What follows belongs to an exercise in optimizing a design on an open flow for small area; a production flow would make more cautious choices. Only simulation tests tie the RTL to the original design; equivalence was not proved. The flow treats the clock pin as an ideal source, which a real chip does not have.

==> run E: inputs <==
Design dataPath, start of the top module:
module dataPath (
    input  logic                   CLK,
    input  logic                   rstN_i,
    input  logic                   ctrlValid_i,
    input  dpTypesPkg::ctrlWord_t  ctrl_i,
    output dpTypesPkg::data_t      aluOut_o,
    output aluPkg::aluFlags_t      flags_o,
    output dpTypesPkg::addr_t      address_o,
    input  dpTypesPkg::data_t      memRdData_i,
    output logic                   memWe_o
);
==> module alu, before the edit <==
module alu (
    input  logic                 CLK,
    input  logic                 rstN_i,
    input  logic                 we_i,
    input  logic [3:0]           op_i,
    input  logic [7:0]           a_i,
    input  logic [7:0]           b_i,
    output logic [7:0]           result_o,
    output logic [3:0]           flags_o
);
    logic       zQ, cQ, nQ, oQ;
    logic       sub, arith, shl, shr;
    logic [7:0] bx;
    logic [8:0] c;
    logic [7:0] x;
    logic [3:0] tt;
    logic [7:0] lut;
    logic       lt;
    logic       cNew, oNew, cUpd, oUpd;
    assign sub   = (op_i == 4'd5) | (op_i == 4'd6);
    assign arith = (op_i == 4'd4) | (op_i == 4'd5);
    assign shl   = (op_i == 4'd11) | (op_i == 4'd13);
    assign shr   = (op_i == 4'd12) | (op_i == 4'd14) | (op_i == 4'd15);
    assign bx = b_i ^ {8{sub}};
    always_comb begin
        c[0] = sub;
        for (int i = 0; i < 8; i++) begin
            c[i+1] = (a_i[i] ^ bx[i]) ? c[i] : a_i[i];
        end
    end
    assign lt = ~c[8];
    always_comb begin
        if (shl)      x = {a_i[6:0], 1'b0};
        else if (shr) x = {(op_i == 4'd14) ? a_i[7] : (op_i == 4'd15) ? cQ : 1'b0, a_i[7:1]};
        else          x = a_i;
    end
    always_comb begin
        case (op_i)
            4'd0:    tt = 4'b1100;
            4'd1:    tt = 4'b1010;
            4'd2:    tt = 4'b0011;
            4'd3:    tt = 4'b0101;
            4'd4:    tt = 4'b0110;
            4'd5:    tt = 4'b1001;
            4'd6:    tt = lt ? 4'b1010 : 4'b1100;
            4'd7:    tt = 4'b1000;
            4'd8:    tt = 4'b1110;
            4'd9:    tt = 4'b0111;
            4'd10:   tt = 4'b0110;
            default: tt = 4'b1100;
        endcase
    end
    always_comb begin
        for (int i = 0; i < 8; i++) lut[i] = (tt[3] & x[i] & b_i[i]) | (tt[2] & x[i] & ~b_i[i]) | (tt[1] & ~x[i] & b_i[i]) | (tt[0] & ~x[i] & ~b_i[i]);
    end
    assign result_o = lut ^ ({8{arith}} & c[7:0]);
    always_comb begin
        cUpd = arith | shl | shr;
        oUpd = arith;
        if (arith)    cNew = c[8] ^ sub;
        else if (shl) cNew = a_i[7];
        else          cNew = a_i[0];
        oNew = c[8] ^ c[7];
    end
    always_ff @(posedge CLK) begin
        if (!rstN_i) begin
            {zQ, cQ, nQ, oQ} <= '0;
        end else if (we_i) begin
            zQ <= (result_o == 8'd0);
            nQ <= result_o[7];
            if (cUpd) cQ <= cNew;
            if (oUpd) oQ <= oNew;
        end
    end
    assign flags_o = {zQ, cQ, nQ, oQ};
endmodule
clock: 10.0 ns
lec_check: 0
abc_area: 1
cap_margin: 0
core_margin: 2
core_utilization: 65
cts_buf_list: sky130_fd_sc_hd__clkbuf_4
slew_margin: 20
standard.sh (not shown) runs the stock make flow with config.mk's settings and CLKGATE_MAP_FILE= SYNTH_SCRIPT=/design/flow/synth_recipe.tcl, a recipe that flattens the netlist after the stock synthesis.
==> flow/flow/run.sh <==
#!/bin/bash
# Own layout flow: the standard ORFS flow with three changes
#  - synthesis maps logic with an area-only ABC script (flow/abc_area_min.script)
#    instead of ORFS's abc_area.script, which also buffers and upsizes gates;
#    everything else in synthesis is the standard flow's own synth_recipe.tcl, so register
#    names and cells are those of the standard synthesis
#  - ports are buffered with sky130_fd_sc_hd__buf_1 (BUFFER_PORTS_ARGS)
#  - the rest is standard.sh unchanged
# Each tool's output goes to a log file of its own in this folder.
set -euo pipefail
W=$PWD
cat > "$W/own_synth.tcl" <<EOT
# synth_recipe.tcl with the ABC script swapped for flow/abc_area_min.script
proc abc {args} {
  set i [lsearch -exact \$args -script]
  if {\$i >= 0} { lset args [expr {\$i + 1}] $W/flow/abc_area_min.script }
  puts "own_synth: abc \$args"
  yosys abc {*}\$args
}
source $W/synth_recipe.tcl
EOT
sed "s#$W/synth_recipe.tcl#$W/own_synth.tcl#g" standard.sh > own_standard.sh
grep -q own_synth.tcl own_standard.sh
export CTS_ARGS="-sink_clustering_enable -repair_clock_nets -buf_list {sky130_fd_sc_hd__clkbuf_4} -dont_use_dummy_load"
export BUFFER_PORTS_ARGS="-buffer_cell sky130_fd_sc_hd__buf_1"
bash own_standard.sh synth > "$W/log_synth.txt" 2>&1
grep -q "own_synth: abc -script $W/flow/abc_area_min.script" orfs/logs/*/dataPath/base/1_2_yosys.log
bash own_standard.sh > "$W/log_layout.txt" 2>&1
test -s out/final.def
==> flow/flow/abc_area_min.script <==
strash
&get -n
&st
&dch
&nf -R 1000 -C 32
&put
topo
==> inputs of run G, as changes to run E <==
--- a/flow/design.v
+++ b/flow/design.v
@@ -86,3 +86,2 @@
 `timescale 1ns/10ps
-`timescale 1ns/10ps
 module alu (
@@ -98,10 +97,9 @@
     logic       zQ, cQ, nQ, oQ;
-    logic       sub, arith, shl, shr;
-    logic [7:0] bx;
+    logic       sub, arith, shl, shr, pass;
+    logic [7:0] bx, s;
     logic [8:0] c;
-    logic [7:0] x;
     logic [3:0] tt;
     logic [7:0] lut;
-    logic       lt;
-    logic       cNew, oNew, cUpd, oUpd;
+    logic       lt, msbIn;
+    logic       cNew;
     assign sub   = (op_i == 4'd5) | (op_i == 4'd6);
@@ -110,2 +108,3 @@
     assign shr   = (op_i == 4'd12) | (op_i == 4'd14) | (op_i == 4'd15);
+    assign pass  = ~(shl | shr);
     assign bx = b_i ^ {8{sub}};
@@ -113,12 +112,7 @@
         c[0] = sub;
-        for (int i = 0; i < 8; i++) begin
-            c[i+1] = (a_i[i] ^ bx[i]) ? c[i] : a_i[i];
-        end
+        for (int i = 0; i < 8; i++) c[i+1] = (a_i[i] & bx[i]) | (a_i[i] & c[i]) | (bx[i] & c[i]);
     end
     assign lt = ~c[8];
-    always_comb begin
-        if (shl)      x = {a_i[6:0], 1'b0};
-        else if (shr) x = {(op_i == 4'd14) ? a_i[7] : (op_i == 4'd15) ? cQ : 1'b0, a_i[7:1]};
-        else          x = a_i;
-    end
+    assign msbIn = ((op_i == 4'd14) & a_i[7]) | ((op_i == 4'd15) & cQ);
+    assign s = ({8{pass}} & b_i) | ({8{shl}} & {a_i[6:0], 1'b0}) | ({8{shr}} & {msbIn, a_i[7:1]});
     always_comb begin
@@ -136,17 +130,8 @@
             4'd10:   tt = 4'b0110;
-            default: tt = 4'b1100;
+            default: tt = 4'b1010;
         endcase
     end
-    always_comb begin
-        for (int i = 0; i < 8; i++) lut[i] = (tt[3] & x[i] & b_i[i]) | (tt[2] & x[i] & ~b_i[i]) | (tt[1] & ~x[i] & b_i[i]) | (tt[0] & ~x[i] & ~b_i[i]);
-    end
+    assign lut = ({8{tt[3]}} & a_i & s) | ({8{tt[2]}} & a_i & ~s) | ({8{tt[1]}} & ~a_i & s) | ({8{tt[0]}} & ~a_i & ~s);
     assign result_o = lut ^ ({8{arith}} & c[7:0]);
-    always_comb begin
-        cUpd = arith | shl | shr;
-        oUpd = arith;
-        if (arith)    cNew = c[8] ^ sub;
-        else if (shl) cNew = a_i[7];
-        else          cNew = a_i[0];
-        oNew = c[8] ^ c[7];
-    end
+    assign cNew = (arith & (c[8] ^ sub)) | (shl & a_i[7]) | (shr & a_i[0]) | (~(arith | shl | shr) & cQ);
     always_ff @(posedge CLK) begin
@@ -157,4 +142,4 @@
             nQ <= result_o[7];
-            if (cUpd) cQ <= cNew;
-            if (oUpd) oQ <= oNew;
+            cQ <= cNew;
+            if (arith) oQ <= c[8] ^ c[7];
         end
--- a/flow/flow/run.sh
+++ b/flow/flow/run.sh
@@ -1,5 +1,6 @@
 #!/bin/bash
-# Own layout flow: the standard ORFS flow with three changes
-#  - synthesis maps logic with an area-only ABC script (flow/abc_area_min.script)
-#    instead of ORFS's abc_area.script, which also buffers and upsizes gates;
+# Own layout flow: the standard ORFS flow with these changes
+#  - synthesis maps logic with an area-oriented ABC script (flow/abc_area_min.script)
+#    instead of ORFS's abc_area.script, which also buffers and upsizes gates,
+#    and without the weak _0 cells;
 #    everything else in synthesis is the standard flow's own synth_recipe.tcl, so register
@@ -7,2 +8,6 @@
 #  - ports are buffered with sky130_fd_sc_hd__buf_1 (BUFFER_PORTS_ARGS)
+#  - clock tree synthesis uses only sky130_fd_sc_hd__clkbuf_4 and no dummy
+#    loads (CTS_ARGS); afterwards flow/post_cts.tcl upsizes to clkbuf_8 any
+#    clock buffer whose flip-flop clock pins see a slew over 110 ps
+#  - after global routing, gates with timing slack are downsized (RECOVER_POWER)
 #  - the rest is standard.sh unchanged
@@ -16,2 +21,4 @@
   if {\$i >= 0} { lset args [expr {\$i + 1}] $W/flow/abc_area_min.script }
+  # the _0 cells are as large as the _1 ones but drive less
+  lappend args -dont_use {sky130_fd_sc_hd__*_0}
   puts "own_synth: abc \$args"
@@ -24,2 +31,4 @@
 export CTS_ARGS="-sink_clustering_enable -repair_clock_nets -buf_list {sky130_fd_sc_hd__clkbuf_4} -dont_use_dummy_load"
+export POST_CTS_TCL="$W/flow/post_cts.tcl"
+export RECOVER_POWER=100
 export BUFFER_PORTS_ARGS="-buffer_cell sky130_fd_sc_hd__buf_1"
==> flow/flow/abc_area_min.script (replaced) <==
strash
&get -n
&st
&dch
&nf -R 1000 -C 32
&put
mfs3 -ae
topo
==> flow/flow/post_cts.tcl (new file) <==
set_propagated_clock [all_clocks]
estimate_parasitics -placement
array set worst {}
foreach p [all_registers -clock_pins -edge_triggered] {
  set s 0
  foreach k {slew_max_rise slew_max_fall} {
    set v [get_property $p $k]
    if { [string is double -strict $v] && $v > $s } { set s $v }
  }
  set net [get_nets -of_objects $p]
  foreach d [get_pins -of_objects $net -filter "direction == output"] {
    set inst [get_full_name [get_cells -of_objects $d]]
    if { ![info exists worst($inst)] || $s > $worst($inst) } { set worst($inst) $s }
  }
}
set upsized 0
foreach inst [array names worst] {
  set c [get_cells $inst]
  if { $worst($inst) > 0.110 && [get_property $c ref_name] eq "sky130_fd_sc_hd__clkbuf_4" } {
    puts "post_cts: $inst drives clock pins with slew $worst($inst) ns; now clkbuf_8"
    replace_cell $c sky130_fd_sc_hd__clkbuf_8
    incr upsized
  }
}
puts "post_cts: upsized $upsized clock buffers"
if { $upsized > 0 } {
  detailed_placement
  check_placement -verbose
  estimate_parasitics -placement
}
- CAP_MARGIN: 0 -> 20
- CORE_UTILIZATION: 65 -> 45
- GPL_TIMING_DRIVEN: not set -> 0
- PLACE_DENSITY: not set -> 0.5
==> notes <==
- Of run G and run E, run E has the higher core utilization (gap 21 points).
- Of run E and run G, run E has the higher worst hold slack (gap 0.049 ns).
- Die area: run E is smaller than run G (about 28%).
- In run G the first-iteration DRC count is lower than in run E, by 16%.

## separate check: timing with driven ports
How much do the figures lean on ideal ports? The routed layouts below were timed once more, with nothing changed but the port constraints.
Step 1 assumes that a clkbuf_16 drives the clock port and a buf_2 every other input.
Step 2 moves the port delays by t, midway between the first and last clock arrival at a register: inputs arrive t later, outputs are due t later. That takes back most of the time a late clock gives input paths.
a / b / c = ideal ports / drivers / drivers and shift; a / b = the first two.
| run | t (ns) | slack for setup (ns) | worst setup path after step 2 | latest minus earliest clock arrival (ns) | slew at the worst register clock pin (ns) |
|---|---|---|---|---|---|
| run E | 0.451 | 0.737 / 0.715 / 0.715 | input to output | 0.033 / 0.033 | 0.12 / 0.12 |
| run G | 0.446 | 0.381 / 0.360 / 0.360 | input to output | 0.034 / 0.035 | 0.11 / 0.11 |
After both steps setup and hold are still met in every run listed. The setup slack of run E, which loses most, moves by -0.022 ns with the drivers and by -0.022 ns with both steps.
